From an optimization exercise on the open Yosys and OpenROAD flow, aimed at small area, a short achievable clock period and few clock cycles; shortcuts taken in it are not production practice.
Function was checked by simulation only, so behaviour that the tests miss may differ from the original.

==> flow/design.v <==
package ttl_pkg;
  localparam int unsigned Entries  = 16;
  localparam int unsigned IdxW     = (Entries > 1) ? $clog2(Entries) : 1;
  localparam int unsigned CntW     = $clog2(Entries + 1);
  localparam int unsigned ClockW   = 42;
  localparam int unsigned KeyW     = 64;
  localparam int unsigned DataW    = 64;
  localparam int unsigned TtlW     = 32;
  localparam int unsigned LimW     = 42;
  localparam int unsigned FindCap  = 16;
  localparam int unsigned MsPerS   = 1000;
  localparam logic [2:0] ReqTick   = 3'd0;
  localparam logic [2:0] ReqAdd    = 3'd1;
  localparam logic [2:0] ReqRemove = 3'd2;
  localparam logic [2:0] ReqFind   = 3'd3;
  localparam logic [2:0] ReqFlush  = 3'd4;
  localparam logic [1:0] StatOk      = 2'd0;
  localparam logic [1:0] StatInvalid = 2'd1;
  localparam logic [1:0] StatNoSpace = 2'd2;
  localparam logic KindData    = 1'b0;
  localparam logic KindSummary = 1'b1;
  typedef struct packed {
    logic [2:0]       req_type;
    logic [KeyW-1:0]  lookup_key;
    logic [DataW-1:0] entry_data;
    logic [TtlW-1:0]  ttl_seconds;
    logic [4:0]       max_matches;
  } req_t;
  typedef struct packed {
    logic             result_kind;
    logic [DataW-1:0] match_data;
    logic [1:0]       status;
    logic [4:0]       found_count;
    logic             last;
  } rsp_t;
  typedef struct packed {
    logic             load;       
    logic             tick;       
    logic             flush;      
    logic             scan_clr;   
    logic             scan_step;  
    logic             write;      
  } ctl_t;
  typedef struct packed {
    logic             scan_done;  
    logic             emit;       
  } sts_t;
endpackage
module ttl_cache_table (
  input  logic                      clk_i,
  input  logic                      rst_ni,
  input  logic                      req_valid_i,
  output logic                      req_stall_o,
  input  logic [2:0]                req_type_i,
  input  logic [ttl_pkg::KeyW-1:0]  req_key_i,
  input  logic [ttl_pkg::DataW-1:0] req_data_i,
  input  logic [ttl_pkg::TtlW-1:0]  req_ttl_i,
  input  logic [4:0]                req_max_i,
  output logic                      rsp_valid_o,
  input  logic                      rsp_stall_i,
  output logic                      rsp_kind_o,
  output logic [ttl_pkg::DataW-1:0] rsp_data_o,
  output logic [1:0]                rsp_status_o,
  output logic [4:0]                rsp_count_o,
  output logic                      rsp_last_o
);
  localparam int N  = ttl_pkg::Entries;
  localparam int KW = ttl_pkg::KeyW;
  localparam int DW = ttl_pkg::DataW;
  localparam int TW = ttl_pkg::TtlW;
  localparam int CW = ttl_pkg::ClockW;
  logic          r_v;
  logic [2:0]    r_type;
  logic [KW-1:0] r_key;
  logic [DW-1:0] r_data;
  logic [TW-1:0] r_ttl;
  logic [4:0]    r_max;
  logic [KW-1:0] key_q  [N];
  logic [DW-1:0] dat_q  [N];
  logic [CW-1:0] last_q [N];
  logic [N-1:0]  old_q  [N];
  logic [N-1:0]  valid_q;
  logic [N-1:0]  born_q;
  logic [CW-1:0] now_q;
  logic          y_v;
  logic [N-1:0]  y_mask;
  logic [4:0]    y_bud;
  logic [1:0]    y_st;
  logic [4:0]    y_cnt;
  logic          o_v, o_kind;
  logic [DW-1:0] o_data;
  logic [1:0]    o_st;
  logic [4:0]    o_cnt;
  logic          s_v, s_kind;
  logic [DW-1:0] s_data;
  logic [1:0]    s_st;
  logic [4:0]    s_cnt;
  logic          y_has;
  logic [N-1:0]  y_sel;
  logic [DW-1:0] y_data;
  logic          y_emit;
  assign y_has  = (y_mask != '0) && (y_bud != '0);
  assign y_sel  = y_mask & (~y_mask + 1'b1);
  assign y_emit = y_v && !s_v;
  always_comb begin
    y_data = '0;
    for (int i = 0; i < N; i++) begin
      y_data = y_data | (dat_q[i] & {DW{y_sel[i]}});
    end
  end
  logic x_go;
  assign x_go        = r_v && (!y_v || (!s_v && !y_has));
  assign req_stall_o = r_v && !x_go;
  logic is_tick, is_add, is_rem, is_find, is_flush;
  assign is_tick  = r_type == ttl_pkg::ReqTick;
  assign is_add   = r_type == ttl_pkg::ReqAdd;
  assign is_rem   = r_type == ttl_pkg::ReqRemove;
  assign is_find  = r_type == ttl_pkg::ReqFind;
  assign is_flush = r_type == ttl_pkg::ReqFlush;
  logic [N-1:0] match;
  always_comb begin
    for (int i = 0; i < N; i++) begin
      match[i] = valid_q[i] && (key_q[i] == r_key);
    end
  end
  logic [4:0] nmatch;
  always_comb begin
    nmatch = '0;
    for (int i = 0; i < N; i++) nmatch = nmatch + 5'(match[i]);
  end
  logic [4:0] lim;
  assign lim = (r_max > 5'd16) ? 5'd16 : r_max;
  logic [N-1:0] freev, cand, vict;
  logic [N-1:0] free_sel, cand_sel;
  always_comb begin
    freev = ~valid_q;
    for (int j = 0; j < N; j++) cand[j] = (old_q[j] == '0);
  end
  assign free_sel = freev & (~freev + 1'b1);
  assign cand_sel = cand & (~cand + 1'b1);
  assign vict     = (freev != '0) ? free_sel : cand_sel;
  logic          do_add;
  logic [N-1:0]  we;
  logic [CW-1:0] new_last;
  assign do_add   = x_go && is_add && (r_ttl != '0);
  assign we       = do_add ? vict : '0;
  assign new_last = now_q + CW'(r_ttl) * CW'(ttl_pkg::MsPerS) - 1'b1;
  always_ff @(posedge clk_i or negedge rst_ni) begin
    if (!rst_ni) begin
      r_v <= 1'b0;
    end else if (!r_v || x_go) begin
      r_v <= req_valid_i;
    end
  end
  always_ff @(posedge clk_i) begin
    if (!r_v || x_go) begin
      r_type <= req_type_i;
      r_key  <= req_key_i;
      r_data <= req_data_i;
      r_ttl  <= req_ttl_i;
      r_max  <= req_max_i;
    end
  end
  always_ff @(posedge clk_i) begin
    for (int i = 0; i < N; i++) begin
      if (we[i]) begin
        key_q[i]  <= r_key;
        dat_q[i]  <= r_data;
        last_q[i] <= new_last;
        for (int j = 0; j < N; j++) begin
          if (j != i) old_q[i][j] <= !born_q[j];
        end
      end else begin
        for (int j = 0; j < N; j++) begin
          if (j != i && we[j]) old_q[i][j] <= 1'b0;
        end
      end
      old_q[i][i] <= 1'b0;
    end
  end
  always_ff @(posedge clk_i or negedge rst_ni) begin
    if (!rst_ni) begin
      valid_q <= '0;
      born_q  <= '0;
      now_q   <= '0;
    end else if (x_go) begin
      if (is_tick) begin
        now_q  <= now_q + 1'b1;
        born_q <= '0;
        for (int i = 0; i < N; i++) begin
          if (last_q[i] == now_q) valid_q[i] <= 1'b0;
        end
      end
      if (is_flush) valid_q <= '0;
      if (is_rem) valid_q <= valid_q & ~match;
      if (do_add) begin
        valid_q <= valid_q | vict;
        born_q  <= born_q | vict;
      end
    end
  end
  always_ff @(posedge clk_i or negedge rst_ni) begin
    if (!rst_ni) begin
      y_v <= 1'b0;
    end else if (x_go) begin
      y_v <= 1'b1;
    end else if (y_emit && !y_has) begin
      y_v <= 1'b0;
    end
  end
  always_ff @(posedge clk_i) begin
    if (x_go) begin
      y_mask <= '0;
      y_bud  <= '0;
      y_cnt  <= '0;
      y_st   <= ttl_pkg::StatOk;
      case (r_type)
        ttl_pkg::ReqTick, ttl_pkg::ReqRemove, ttl_pkg::ReqFlush: ;
        ttl_pkg::ReqAdd: begin
          if (r_ttl == '0) y_st <= ttl_pkg::StatInvalid;
        end
        ttl_pkg::ReqFind: begin
          if (r_max == '0) begin
            y_st <= ttl_pkg::StatInvalid;
          end else begin
            y_mask <= match;
            y_bud  <= lim;
            y_cnt  <= nmatch;
            y_st   <= (nmatch > lim) ? ttl_pkg::StatNoSpace : ttl_pkg::StatOk;
          end
        end
        default: y_st <= ttl_pkg::StatInvalid;
      endcase
    end else if (y_emit && y_has) begin
      y_mask <= y_mask & ~y_sel;
      y_bud  <= y_bud - 1'b1;
    end
  end
  logic          w_kind;
  logic [DW-1:0] w_data;
  logic [1:0]    w_st;
  logic [4:0]    w_cnt;
  assign w_kind = !y_has;
  assign w_data = y_has ? y_data : '0;
  assign w_st   = y_has ? ttl_pkg::StatOk : y_st;
  assign w_cnt  = y_has ? 5'd0 : y_cnt;
  logic o_free;
  assign o_free = !o_v || !rsp_stall_i;
  always_ff @(posedge clk_i or negedge rst_ni) begin
    if (!rst_ni) begin
      o_v <= 1'b0;
      s_v <= 1'b0;
    end else begin
      if (s_v) begin
        if (o_free) s_v <= 1'b0;
      end else if (y_emit) begin
        if (o_free) o_v <= 1'b1;
        else        s_v <= 1'b1;
      end else if (o_free) begin
        o_v <= 1'b0;
      end
    end
  end
  always_ff @(posedge clk_i) begin
    if (s_v) begin
      if (o_free) begin
        o_kind <= s_kind;
        o_data <= s_data;
        o_st   <= s_st;
        o_cnt  <= s_cnt;
      end
    end else if (y_emit) begin
      if (o_free) begin
        o_kind <= w_kind;
        o_data <= w_data;
        o_st   <= w_st;
        o_cnt  <= w_cnt;
      end else begin
        s_kind <= w_kind;
        s_data <= w_data;
        s_st   <= w_st;
        s_cnt  <= w_cnt;
      end
    end
  end
  assign rsp_valid_o  = o_v;
  assign rsp_kind_o   = o_kind;
  assign rsp_data_o   = o_data;
  assign rsp_status_o = o_st;
  assign rsp_count_o  = o_cnt;
  assign rsp_last_o   = o_kind;
endmodule
==> flow/run.sh <==
#!/bin/bash
# synth_recipe.tcl (not shown) runs the flow's synth.tcl, then flattens the netlist and writes it again
# the make line also repeats each setting of config.mk as NAME=value (left out here)
make -C /OpenROAD-flow-scripts/flow DESIGN_CONFIG=/design/flow/config.mk WORK_HOME=/design/flow/orfs CLKGATE_MAP_FILE= SYNTH_SCRIPT=/design/flow/synth_recipe.tcl finish
==> flow/config.mk <==
export PLATFORM = sky130hd
export DESIGN_NAME = ttl_cache_table
export DESIGN_NICKNAME = ttl_cache_table
export VERILOG_FILES = /design/flow/design.v
export SDC_FILE = /design/flow/constraint.sdc
export NUM_CORES = 4
export LEC_CHECK = 0
export CAP_MARGIN = 20
export CORE_MARGIN = 2
export CORE_UTILIZATION = 40
export SLEW_MARGIN = 20
==> flow/constraint.sdc <==
create_clock -name core_clock -period 11.0 [get_ports {clk_i}]
set_input_delay 2.2000 -clock core_clock [delete_from_list [all_inputs] [get_ports {clk_i}]]
set_output_delay 2.2000 -clock core_clock [all_outputs]
set_load 0.01 [all_outputs]
==> impl_metrics.py <==
metrics = {
    "clocking": {
        "ctsHoldBuffers": 0,
        "cts_setup_buffers": 0,
        "clock_sinks": 3378,
        "cts_tree": "done",
        "cts_buffer_depth": 4,
        "clk_pin_slew_ns": 0.06,
        "worst_skew_pair.late_latency_ns": 0.99,
        "cts-resized-gates": 0,
        "cts_made_buffers": 357,
        "htree_levels": 5,
        "cts_root_buf": "clkbuf_16",
    },
    "setup_path": {
        "crit_buf_inv": 3,
        "reg2reg_to": "last_q[12][40]",
        "crit_path_start_kind": "register",
        "cp.depth": 26,
        "ff2ff_setup_slack_ns": 1.67,
        "cp_common_cell": "fa_1",
        "crit_path_start": "r_ttl[0]",
        "timing.rr.start": "r_ttl[0]",
        "end_kind": "register",
        "cp_slowest_cell": "xor2_2",
        "slowest_delay_ns": 0.82,
        "crit_end": "last_q[12][40]",
        "crit_arrival_ns": 9.88,
        "required_ns": 11.55,
        "reg2reg_depth": 26,
        "critical_path.top_delay_family": "compound AO/OA/AOI/OAI gates",
        "worstSetupPathType": "reg2reg",
        "crit_fanout": 16,
    },
    "finish": {
        "nets": 9820,
        "design_area_um2": 161000,
        "regArea_um2": 101000,
        "area_growth_pct": 14.7,
        "post-route-util_pct": 46.1,
        "fillers": 29984,
        "final_cells": 14218,
        "multi_input_area_um2": 36600,
        "layout-drive-gt1-share_pct": 9.89,
    },
    "drt": {
        "drt_iter0_drc": 9342,
        "drtPass1Iterations": 8,
        "routed.top_layer": "met5",
        "drcViolationCount": 0,
        "vias": 79186,
        "met3_length_mm": 30.4,
        "wl_met1_mm": 170,
        "via_per_inst": 5.57,
        "wl_mm": 410,
        "antenna_left": 0,
        "met2_length_mm": 195,
        "wl_per_cell_um": 28.8,
    },
    "placed_design": {
        "dp.cells": 13567,
        "post-place-ws_ns": 1.66,
        "hpwlAfterDp_mm": 244,
        "portBuffers": 246,
        "gp_congestion": 0.857,
        "placed_area_um2": 150000,
    },
    "die": {
        "fp.dieW_um": 596,
        "dieArea_um2": 356000,
        "die_y_um": 596,
        "num_io_pins": 247,
        "core.rowCount": 217,
        "core-area_um2": 349000,
        "start_util_pct": 40.2,
    },
    "synth": {
        "yosys.area.top_type": "edfxtp_1",
        "synth_area_leaders": "edfxtp_1, xor2_1, xnor2_1",
        "syn_avg_cell_area_um2": 15.8,
        "syn_nets": 9368,
        "ys_seq_elements": 3378,
        "ys.flop_type": "edfxtp_1",
        "synth_area_um2": 140000,
        "synth-seq-area-share_pct": 72.0,
        "synth_edf_count": 3300,
        "synth_top_area_share_pct": 70.6,
        "synthTopCellsByCount": "edfxtp_1, xor2_1, xnor2_1, nor4_1, nor2_1",
        "synth_cell_types": 72,
        "yosysMostFrequentCell": "edfxtp_1",
        "async_flop_share_pct": 2.31,
        "synthCells": 8876,
        "yosysWarningCount": 5,
    },
    "global_routing": {
        "grt_pass1_wl_mm": 581,
        "antenna_found_initial": 24,
        "grt_pass1_vias": 78960,
        "overflow": 0,
        "track_usage_pct": 22.7,
        "grt_start_max_net_pins": 105,
    },
    "sta": {
        "skew_ns": 0.123,
        "max_slew.worst_pin.slew_ns": 1.24,
        "slew_headroom_pct": 16.8,
        "fmax_ghz": 0.107,
        "setup_viol": 0,
        "setup_tns_ns": 0,
        "min_period_over_period_pct": 84.9,
        "post-route-min-period_ns": 9.33,
        "final_max_slew_viol_count": 0,
        "whs_ns": 0.464,
        "rsz0062_at_grt": "no",
        "worst_slack_ns": 1.67,
        "hold_violations": 0,
    },
    "flow_run": {
        "max_cap_violations": 0,
    },
    "run_status": {
        "status": "no timing/DRC/antenna violations",
    },
    "min_path": {
        "worstHoldStart": "s_data[52]",
        "min_path_type": "reg2reg",
    },
}
## worst reg2reg max path: stages (launching register included)
cell	delay (ns)
edfxtp_1	0.48
fa_1	0.61
inv_1	0.07
fa_1	0.56
fa_1	0.43
fa_1	0.49
inv_1	0.04
ha_1	0.32
o21ai_0	0.14
o21a_1	0.22
o31ai_1	0.76
nand3_1	0.18
or3_1	0.43
a21boi_0	0.38
o21ai_0	0.13
nand2b_1	0.10
xnor2_1	0.08
ha_1	0.28
inv_1	0.04
ha_1	0.40
and3_1	0.21
nor3b_1	0.33
o211ai_1	0.24
a311oi_1	0.65
a21oi_1	0.28
o21bai_1	0.29
xor2_2	0.82
## how the worst min path moves through the flow
stage,end,depth (start not counted)
2_1_floorplan,y_v,1
3_3_place_gp,now_q[35],1
3_5_place_dp,now_q[35],1
4_1_cts,o_data[52],1
5_1_grt,o_data[49],1
6_report,o_data[52],1
## placed cells by master, fill, tap and decap left out, types with 245 or more instances in the layout
master / count
xnor2_1: 586
edfxtp_1: 3300
nand4_1: 311
xor2_1: 1214
nand2_1: 350
clkdlybuf4s50_1: 245
nor2_1: 376
clkbuf_16: 362
inv_1: 342
buf_4: 288
nor4_1: 380
## registers in the layout, summed over array words and instances, names as in the netlist, 3 cells and up
| register | flops |
|---|---|
| dat_q | 1024 |
| r_ttl | 32 |
| now_q | 42 |
| r_data | 64 |
| y_bud | 5 |
| s_data | 64 |
| o_data | 64 |
| born_q | 16 |
| last_q | 672 |
| key_q | 1024 |
| r_max | 5 |
| o_cnt | 5 |
| s_cnt | 5 |
| valid_q | 16 |
| old_q | 240 |
| y_mask | 16 |
| r_type | 3 |
| r_key | 64 |
| y_cnt | 5 |
## metal layers
metal  vias to the layer above  global-route usage [%]
li1                      34025                       -
met1                     41075                    31.0
met2                      3387                    37.3
met3                       695                    3.25
met4                         4                    7.61
met5                         -                       0
## cell type report
class                      count  share of cell area, %
antenna                        7                 0.0109
clock buffer                 479                   5.97
clock inverter               164                  0.915
inverter                     359                  0.913
multi-input combinational   4686                   22.8
sequential                  3378                   62.8
tap                         4599                   3.58
timing repair buffer         546                   3.03
## cells by family (layout without fill, tap and decap cells)
family | after synthesis | in the layout | synth area share (%)
adder cells (fa/ha/maj) | 320 | 320 | 3.54
multiplexers | 72 | 72 | 0.578
AND/OR/NAND/NOR | 1674 | 1674 | 6.13
buffers and inverters | 812 | 1548 | 2.19
XOR/XNOR | 1811 | 1811 | 11.3
other | 0 | 7 | 0
flip-flops | 3378 | 3378 | 72.0
AO/OA/AOI/OAI | 809 | 809 | 4.23
Testbench counts, summed over its fixed seeds: cycles 28,263.

-- what the ideal ports hide --
The flow's constraints put no driver on any port. The routed layout listed below was extracted and timed again, unchanged, in two steps.
Step 1 (the two cells are an assumption about what drives the block):
set clk [get_ports {clk_i}]
set_driving_cell -lib_cell sky130_fd_sc_hd__clkbuf_16 $clk
set_driving_cell -lib_cell sky130_fd_sc_hd__buf_2 [delete_from_list [all_inputs] $clk]
Step 2 times the ports against the registers' clock, not the clock port: input delays grow and output delays shrink by t, the midpoint of the rising clock arrivals with the driver on.
a / b / c = ideal / step 1 / step 2; a / b = the first two.
shift t [ns]: 1.032
setup slack, ns: 1.666 / 1.666 / 1.666
hold WS [ns]: 0.464 / 0.464 / 0.464
After both steps this run still meets setup and hold. The setup slack of this run moves by 0.000 ns with the drivers and by 0.000 ns with both steps.
